This is an optimization exercise on Yosys and OpenROAD, whose aim is small area, a short achievable clock period and few clock cycles per item, not a production implementation. Function was checked by simulation only, so behaviour that the tests miss may differ from the original. Power and IR drop assume default switching activity.

$ cat design/flow/run.sh
#!/bin/bash
# synth_recipe.tcl (not shown) runs the flow's synth.tcl, then flattens the netlist and writes it again
# the make line also repeats each setting of config.mk as NAME=value (left out here)
make -C /OpenROAD-flow-scripts/flow DESIGN_CONFIG=/design/flow/config.mk WORK_HOME=/design/flow/orfs CLKGATE_MAP_FILE= SYNTH_SCRIPT=/design/flow/synth_recipe.tcl finish
$ cat design/flow/config.mk
export PLATFORM = sky130hd
export DESIGN_NAME = alu_unit_top
export DESIGN_NICKNAME = alu_unit_top
export VERILOG_FILES = /design/flow/design.v
export SDC_FILE = /design/flow/constraint.sdc
export NUM_CORES = 4
export LEC_CHECK = 0
export CAP_MARGIN = 20
export CORE_MARGIN = 2
export CORE_UTILIZATION = 40
export SETUP_SLACK_MARGIN = 4
export SLEW_MARGIN = 20
$ cat design/flow/constraint.sdc
create_clock -name core_clock -period 11.5 [get_ports {clk}]
set_input_delay 2.3000 -clock core_clock [delete_from_list [all_inputs] [get_ports {clk}]]
set_output_delay 2.3000 -clock core_clock [all_outputs]
set_load 0.01 [all_outputs]
$ cat design/flow/design.v
package alu_isa_pkg;
    localparam int word_width = 32;
    localparam int div_steps = 32;
    localparam int div_cnt_width = $clog2(div_steps);
    typedef logic [word_width-1:0] word_t;
    typedef enum logic [4:0] {
        OP_ADDU,
        OP_SUBU,
        OP_AND,
        OP_OR,
        OP_XOR,
        OP_NOR,
        OP_SLT,
        OP_SLTU,
        OP_SLL,
        OP_SRL,
        OP_SRA,
        OP_MULT,
        OP_MULTU,
        OP_DIV,
        OP_DIVU,
        OP_MFHI,
        OP_MFLO,
        OP_MTHI,
        OP_MTLO
    } alu_op_e;
endpackage
package alu_link_pkg;
    typedef struct packed {
        logic [4:0]                           op;
        logic [31:0] src_a;
        logic [31:0] src_b;
    } alu_cmd_t;
    typedef struct packed {
        logic                                 done;
        logic [31:0] result;
    } alu_resp_t;
    typedef struct packed {
        logic [31:0] dividend;
        logic [31:0] divisor;
        logic                                 is_signed;
    } div_req_t;
endpackage
module alu_unit_top #(
    parameter int MK = 4,    
    parameter int DK = 2     
) (
    input  logic        clk,
    input  logic        rst,
    input  logic        req_i,
    input  logic [68:0] cmd_i,
    output logic        ack_o,
    output logic [31:0] result_o
);
    localparam int MCYC = 32 / MK;
    localparam int DCYC = 32 / DK;
    logic [4:0]  op;
    logic [31:0] a, b;
    assign op = cmd_i[68:64];
    assign a  = cmd_i[63:32];
    assign b  = cmd_i[31:0];
    logic        ack_q, busy_q, div_q, fix_q;
    logic [4:0]  cnt_q;
    logic [31:0] hi_q, lo_q, res_q;
    logic        negq_q, negr_q;
    logic start;
    assign start = req_i && !ack_q && !busy_q;
    logic is_mul, is_div, mul_s, div_s;
    assign is_mul = (op == 5'd11) || (op == 5'd12);
    assign is_div = (op == 5'd13) || (op == 5'd14);
    assign mul_s  = (op == 5'd11);
    assign div_s  = (op == 5'd13);
    logic [31:0] alu_res;
    logic [32:0] addsub;
    logic        sub;
    assign sub    = (op != 5'd0);
    assign addsub = {1'b0, a} + {1'b0, b ^ {32{sub}}} + {32'b0, sub};
    logic lt_s, lt_u;
    assign lt_u = !addsub[32];
    assign lt_s = (a[31] ^ b[31]) ? a[31] : addsub[31];
    always_comb begin
        case (op)
            5'd0, 5'd1: alu_res = addsub[31:0];
            5'd2:  alu_res = a & b;
            5'd3:  alu_res = a | b;
            5'd4:  alu_res = a ^ b;
            5'd5:  alu_res = ~(a | b);
            5'd6:  alu_res = {31'b0, lt_s};
            5'd7:  alu_res = {31'b0, lt_u};
            5'd8:  alu_res = a << b[4:0];
            5'd9:  alu_res = a >> b[4:0];
            5'd10: alu_res = $signed(a) >>> b[4:0];
            5'd15: alu_res = hi_q;
            5'd16, 5'd17: alu_res = lo_q;
            5'd18: alu_res = a;
            default: alu_res = '0;
        endcase
    end
    logic [31:0] m_hsrc, m_lsrc;
    logic        m_last;
    logic [MK:0] m_chunk;
    logic signed [32+MK+1:0] m_sum;
    assign m_hsrc  = busy_q ? hi_q : 32'b0;
    assign m_lsrc  = busy_q ? lo_q : b;
    assign m_last  = (cnt_q == 5'(MCYC - 1));
    assign m_chunk = {mul_s && m_last && m_lsrc[MK-1], m_lsrc[MK-1:0]};
    assign m_sum   = $signed({{(MK+2){mul_s && m_hsrc[31]}}, m_hsrc})
                   + $signed({mul_s && a[31], a}) * $signed(m_chunk);
    logic [31:0] d_r [0:DK];
    logic [31:0] d_q [0:DK];
    always_comb begin
        d_r[0] = hi_q;
        d_q[0] = lo_q;
        for (int i = 0; i < DK; i++) begin
            logic [32:0] sh, df;
            sh = {d_r[i], d_q[i][31]};
            df = sh - {1'b0, res_q};
            if (!df[32]) begin
                d_r[i+1] = df[31:0];
                d_q[i+1] = {d_q[i][30:0], 1'b1};
            end else begin
                d_r[i+1] = sh[31:0];
                d_q[i+1] = {d_q[i][30:0], 1'b0};
            end
        end
    end
    logic negA, negB;
    logic [31:0] absA, absB, fixQ, fixR;
    assign negA = div_s && a[31];
    assign negB = div_s && b[31];
    assign absA = negA ? -a : a;
    assign absB = negB ? -b : b;
    assign fixQ = negq_q ? -lo_q : lo_q;
    assign fixR = negr_q ? -hi_q : hi_q;
    always_ff @(posedge clk) begin
        if (rst) begin
            ack_q  <= 1'b0;
            busy_q <= 1'b0;
            div_q  <= 1'b0;
            fix_q  <= 1'b0;
            cnt_q  <= '0;
            hi_q   <= '0;
            lo_q   <= '0;
        end else begin
            if (!req_i) ack_q <= 1'b0;
            if (start) begin
                cnt_q <= '0;
                if (is_mul) begin
                    busy_q <= 1'b1;
                    div_q  <= 1'b0;
                    cnt_q  <= 5'd1;
                    hi_q   <= m_sum[MK+31:MK];
                    lo_q   <= {m_sum[MK-1:0], m_lsrc[31:MK]};
                end else if (is_div) begin
                    if (b == 32'b0) begin
                        lo_q  <= 32'hffff_ffff;
                        hi_q  <= a;
                        res_q <= 32'hffff_ffff;
                        ack_q <= 1'b1;
                    end else begin
                        busy_q <= 1'b1;
                        div_q  <= 1'b1;
                        fix_q  <= 1'b0;
                        hi_q   <= '0;
                        lo_q   <= absA;
                        res_q  <= absB;
                        negq_q <= negA ^ negB;
                        negr_q <= negA;
                    end
                end else begin
                    ack_q <= 1'b1;
                    res_q <= alu_res;
                    if (op == 5'd17) hi_q <= a;
                    if (op == 5'd18) lo_q <= a;
                end
            end else if (busy_q) begin
                if (!div_q) begin
                    hi_q  <= m_sum[MK+31:MK];
                    lo_q  <= {m_sum[MK-1:0], m_lsrc[31:MK]};
                    cnt_q <= cnt_q + 5'd1;
                    if (m_last) begin
                        busy_q <= 1'b0;
                        ack_q  <= 1'b1;
                        res_q  <= {m_sum[MK-1:0], m_lsrc[31:MK]};
                    end
                end else if (!fix_q) begin
                    hi_q  <= d_r[DK];
                    lo_q  <= d_q[DK];
                    cnt_q <= cnt_q + 5'd1;
                    if (cnt_q == 5'(DCYC - 1)) fix_q <= 1'b1;
                end else begin
                    hi_q   <= fixR;
                    lo_q   <= fixQ;
                    res_q  <= fixQ;
                    busy_q <= 1'b0;
                    ack_q  <= 1'b1;
                end
            end
        end
    end
    assign ack_o    = ack_q;
    assign result_o = res_q;
endmodule
==> reports/results.md <==
| Stage | Metric | Reported |
|---|---|---|
| run | Max cap viols | 0 |
| cells and area | Final non-filler cell total | 4666 |
| synthesis | Share of cell area taken by muxes after synthesis | 5.909% |
| clock network | Largest buffer count on any clock path | 2 |
| pwr | P_leak | 12.76 nW |
| detailed routing | Via-to-Cell Ratio | 6.494 |
| worst hold path | Type of the most critical hold path | reg2reg |
| timing | Actual slew at the worst max-slew pin | 1329 ps |
| cells and area | Nets@finish | 4226 |
| cells and area | Fillers | 6954 |
| setup path | Capture instance of the worst register-to-register path | hi_q[6] |
| detailed routing | Remaining number of nets flagged by the antenna check after routing | 0 |
| global routing | Overall routing resource usage | 34.67% |
| synthesis | Compound-cell area share of the yosys netlist | 28.09% |
| pwr | Fraction of power spent switching nets | 53.80% |
| synthesis | Average size of a mapped cell | 7.142 sq um |
| global routing | Number of global-route vias before repair | 28.56k |
| die | Die Width | 264.6 microns |
| detailed routing | Average wire per standard cell | 27.01 microns |
| clock network | Root buffer cell | sky130_fd_sc_hd__clkbuf_16 |
| die | Initial standard-cell utilization of the core | 40.45% |
| synthesis | Simple-gate share of the synthesized area | 19.67% |
| synthesis | Largest family of logic cells by synthesized area | compound AO/OA/AOI/OAI gates |
| clock network | Clock-pin slew reported for the worst setup and hold paths after clock tree synthesis | 80 ps |
| worst hold path | Hold Path Cell Cnt | 2 |
| clock network | Htree depth | 3 |
| place | Number of cells in the design after placement | 4585 |
| die | Row count | 95 |
| pwr | Proportion of power drawn by combinational gates | 75.5% |
| clock network | Clock latency reported for the late side of the worst-skew pair | 400 ps |
| cells and area | Highest-count cells in the layout ignoring fill and taps | sky130_fd_sc_hd__nand2_1 (392), sky130_fd_sc_hd__nor2_1 (382), sky130_fd_sc_hd__o21ai_0 (281) |
| setup path | Signal arrival time at the worst endpoint | 7900 ps |
| synthesis | Xor-xnor portion of the synthesized cell area | 8.313% |
| die | I/O pins | 105 |
| timing | Hold slack | 536.3 ps |
| cells and area | Layout Utilization | 45.44% |
| die | Area of the core | 67160 sq um |
| synthesis | Number of instances in the synthesized netlist | 3804 |
| synthesis | Adder-cell share of the synthesized area | 20.60% |
| clock network | CTS buffer count | 9 |
| global routing | Gr ovfl total | 0 |
| synthesis | Async SR Flop Fraction | 0% |
| pwr | Total power | 0.003709 W |
| setup path | Reg2Reg Setup Slack | 4360 ps |
| cells and area | Commonest non-fill, non-tap cell in the layout | sky130_fd_sc_hd__nand2_1 |
| global routing | Number of antenna violations at the first check in global routing | 4 |
| timing | Number of slew-limit violations in the final report | 0 |
| synthesis | Most instantiated flip-flop cell in the synthesis netlist | sky130_fd_sc_hd__dfxtp_1 |
| pwr | Peak VDD IR | 0.09597 mV |
| cells and area | Share of layout cells above drive strength 1 | 9.654% |
| detailed routing | Vias | 30.30k |
| setup path | CP Capture Type | flip-flop |
| synthesis | Post-synth EDFFs | 34 |
| place | Post-detailed-placement half-perimeter wirelength | 95390 microns |
| setup path | Critical path class | in2reg |
| detailed routing | Detailed-router iteration count before antenna repair | 8 |
| place | Port buffer count | 104 |
| global routing | Largest net degree at the start of global routing | 81 |
| setup path | Startpoint of the worst-slack reg-to-reg timing path | lo_q[31] |
| pwr | P_sw | 0.001995 W |
| timing | Achievable Freq | 0.1312 GHz |
| worst hold path | Startpoint of the tightest hold check path | ack_q |
| synthesis | Part of the Yosys area used for sequential elements | 9.137% |
| synthesis | Post-synth cell types | 89 |
| setup path | CP startpoint kind | input pin |
| timing | Fraction of the cycle the final worst path needs | 66.27% |
| timing | Unrepaired setup endpoints after global routing | true |
| pwr | Proportion of power drawn by the clock network | 9.5% |
| die | Die span in y | 264.6 microns |
| synthesis | Register bit count reported by yosys | 107 |
| pwr | Internal power component | 0.001713 W |
| status | Outcome | timing/DRC/antenna clean |
| timing | Fin Setup TNS | 0 ps |
| clock network | Number of hold-repair buffers added at the cts stage | 0 |
| cells and area | P&R area growth vs syn | 12.33% |
| global routing | First-pass GRT wire length | 183800 microns |
| timing | Final Critical Period | 7621 ps |
| timing | Worst setup skew after layout | 15.74 ps |
| pwr | Sequential share of power | 15.1% |
| detailed routing | DRC marker count from the first detailed-route iteration | 3751 |
| setup path | Worst reg-to-reg path cell count | 24 |
| pwr | Power density cells | 121.5 nW/um^2 |
| setup path | Required time at the worst-slack endpoint | 11780 ps |
| synthesis | Warnings, synthesis | 3 |
| synthesis | Synth Cell Area | 27170 sq um |
| timing | Fin. Hold Viols | 0 |
| detailed routing | Final Routed Wirelength | 126000 microns |
| setup path | Maximum fanout along the worst path | 15 |
| clock network | CTS Sinks | 107 |
| synthesis | Post-synth net total | 4244 |
| clock network | Clock tree from TritonCTS | yes |
| place | Routability congestion estimate from global placement | 1.081 |
| timing | Number of failing setup endpoints in the final timing report | 0 |
| timing | Relative slew margins | 11.40% |
| detailed routing | DRC violations left | 0 |
| worst hold path | Endpoint, Worst Hold | ack_q |
| die | Area of the die | 70020 sq um |
power by group through the flow:
| stage | combinational, W | sequential (W) | clock [W] |
|---|---|---|---|
| floorplan | 0.00190 | 0.000488 | 0 |
| global placement | 0.00256 | 0.000558 | 0 |
| detailed placement | 0.00257 | 0.000559 | 0 |
| CTS | 0.00265 | 0.000551 | 0.000355 |
| global route | 0.00304 | 0.000562 | 0.000364 |
| finish | 0.00280 | 0.000558 | 0.000351 |
metrics by stage:
stage / cell area [sq um] / setup WS, ps
floorplan: 27360 / 3778
global placement: 29070 / 2084
detailed placement: 29070 / 1969
CTS: 29900 / 3981
global route: 30510 / 3765
finish: 30520 / 3879
metal layers:
layer	GRT usage, %	routed length, microns
met1	44.89	49340
met2	53.65	53970
met3	6.716	13960
met4	20.33	8773
met5	0	9
sequential cells by signal, indices dropped and copies added, names as in the netlist:
register / count
fix_q: 1
negq_q: 1
negr_q: 1
ack_q: 1
res_q: 32
div_q: 1
hi_q: 32
cnt_q: 5
lo_q: 32
busy_q: 1
worst max-delay path, stage by stage:
cell	delay (ps)
sky130_fd_sc_hd__buf_2	400
sky130_fd_sc_hd__inv_1	320
sky130_fd_sc_hd__nor2_1	220
sky130_fd_sc_hd__ha_1	170
sky130_fd_sc_hd__inv_1	50
sky130_fd_sc_hd__fa_1	510
sky130_fd_sc_hd__inv_2	40
sky130_fd_sc_hd__fa_1	490
sky130_fd_sc_hd__inv_2	40
sky130_fd_sc_hd__fa_1	580
sky130_fd_sc_hd__inv_2	50
sky130_fd_sc_hd__ha_4	210
sky130_fd_sc_hd__a211o_1	310
sky130_fd_sc_hd__a211oi_4	320
sky130_fd_sc_hd__a2bb2oi_2	240
sky130_fd_sc_hd__nand3_4	170
sky130_fd_sc_hd__a311oi_4	380
sky130_fd_sc_hd__nor3_2	100
sky130_fd_sc_hd__o31a_1	290
sky130_fd_sc_hd__or3_1	310
sky130_fd_sc_hd__nand3_1	100
sky130_fd_sc_hd__a311oi_1	80
sky130_fd_sc_hd__a21boi_2	200
worst max path at each step:
stage | to | slack (ps) | start
after detailed placement | hi_q[30] | 1970 | cmd_i[64]
after global routing | hi_q[30] | 3770 | cmd_i[33]
after floorplan | hi_q[30] | 3780 | cmd_i[0]
after global placement | hi_q[30] | 2080 | cmd_i[65]
final | hi_q[30] | 3880 | cmd_i[33]
after CTS | hi_q[30] | 3980 | cmd_i[68]
synthesized netlist by cell type, drive strengths merged, types with 71 or more instances:
| master | n | area share [%] |
|---|---|---|
| nor2 | 396 | 5.5 |
| fa | 132 | 9.7 |
| inv | 292 | 4.0 |
| mux2i | 103 | 3.8 |
| a21oi | 275 | 5.1 |
| xor2 | 71 | 2.3 |
| nor3 | 83 | 1.5 |
| clkbuf | 239 | 3.3 |
| nand2 | 395 | 5.5 |
| dfxtp | 73 | 5.4 |
| o21ai | 296 | 5.5 |
| xnor2 | 186 | 6.0 |
| ha | 236 | 11 |
layout make-up:
cell class,count,area (sq um),share of cell area (%)
Tap cell,873,1092,3.579
Clock inverter,5,40.04,0.1312
Sequential cell,107,2490,8.159
Timing Repair inverter,2,17.52,0.05740
Timing Repair Buffer,257,2370,7.765
Multi-Input combinational cell,3111,23050,75.54
Inverter,298,1195,3.915
Antenna cell,2,5.005,0.01640
Clock buffer,11,254.0,0.8323
what timing repair did:
item                       4_1_cts  5_1_grt
setup endpoints to repair       49       26
gates cloned                     5        3
gates resized for setup         94      114
pin swaps                       17       29
buffers inserted                23       32
cell families after synthesis:
kind of cell	Yosys count
fa+ha+maj	368
mux	141
flops	107
buf+inv	589
xor+xnor	257
compound gates	1154
simple gates	1188
Testbench counts, summed over its fixed seeds: cycles 9,964, items 2,400.

[static timing again, ports no longer ideal]
The results above use ideal ports. As a check the final layout listed here was re-extracted and re-timed, cells and wires unchanged. Step 1 assumes that a clkbuf_16 drives the clock port and a buf_2 every other input. Step 2 also shifts input and output timing later by t, the mid clock arrival at the registers, as if the neighbouring blocks saw the same clock. a / b / c = no drivers / after step 1 / after step 2; a / b = the first two.
t (ns): 0.445
slack for setup (ns): 3.879 / 3.909 / 3.464
worst slew at a driven data input, ns: 0.08
After both steps setup and hold are still met in this run. For this run, drivers alone change the setup slack by +0.030 ns; drivers and shift together by -0.415 ns.
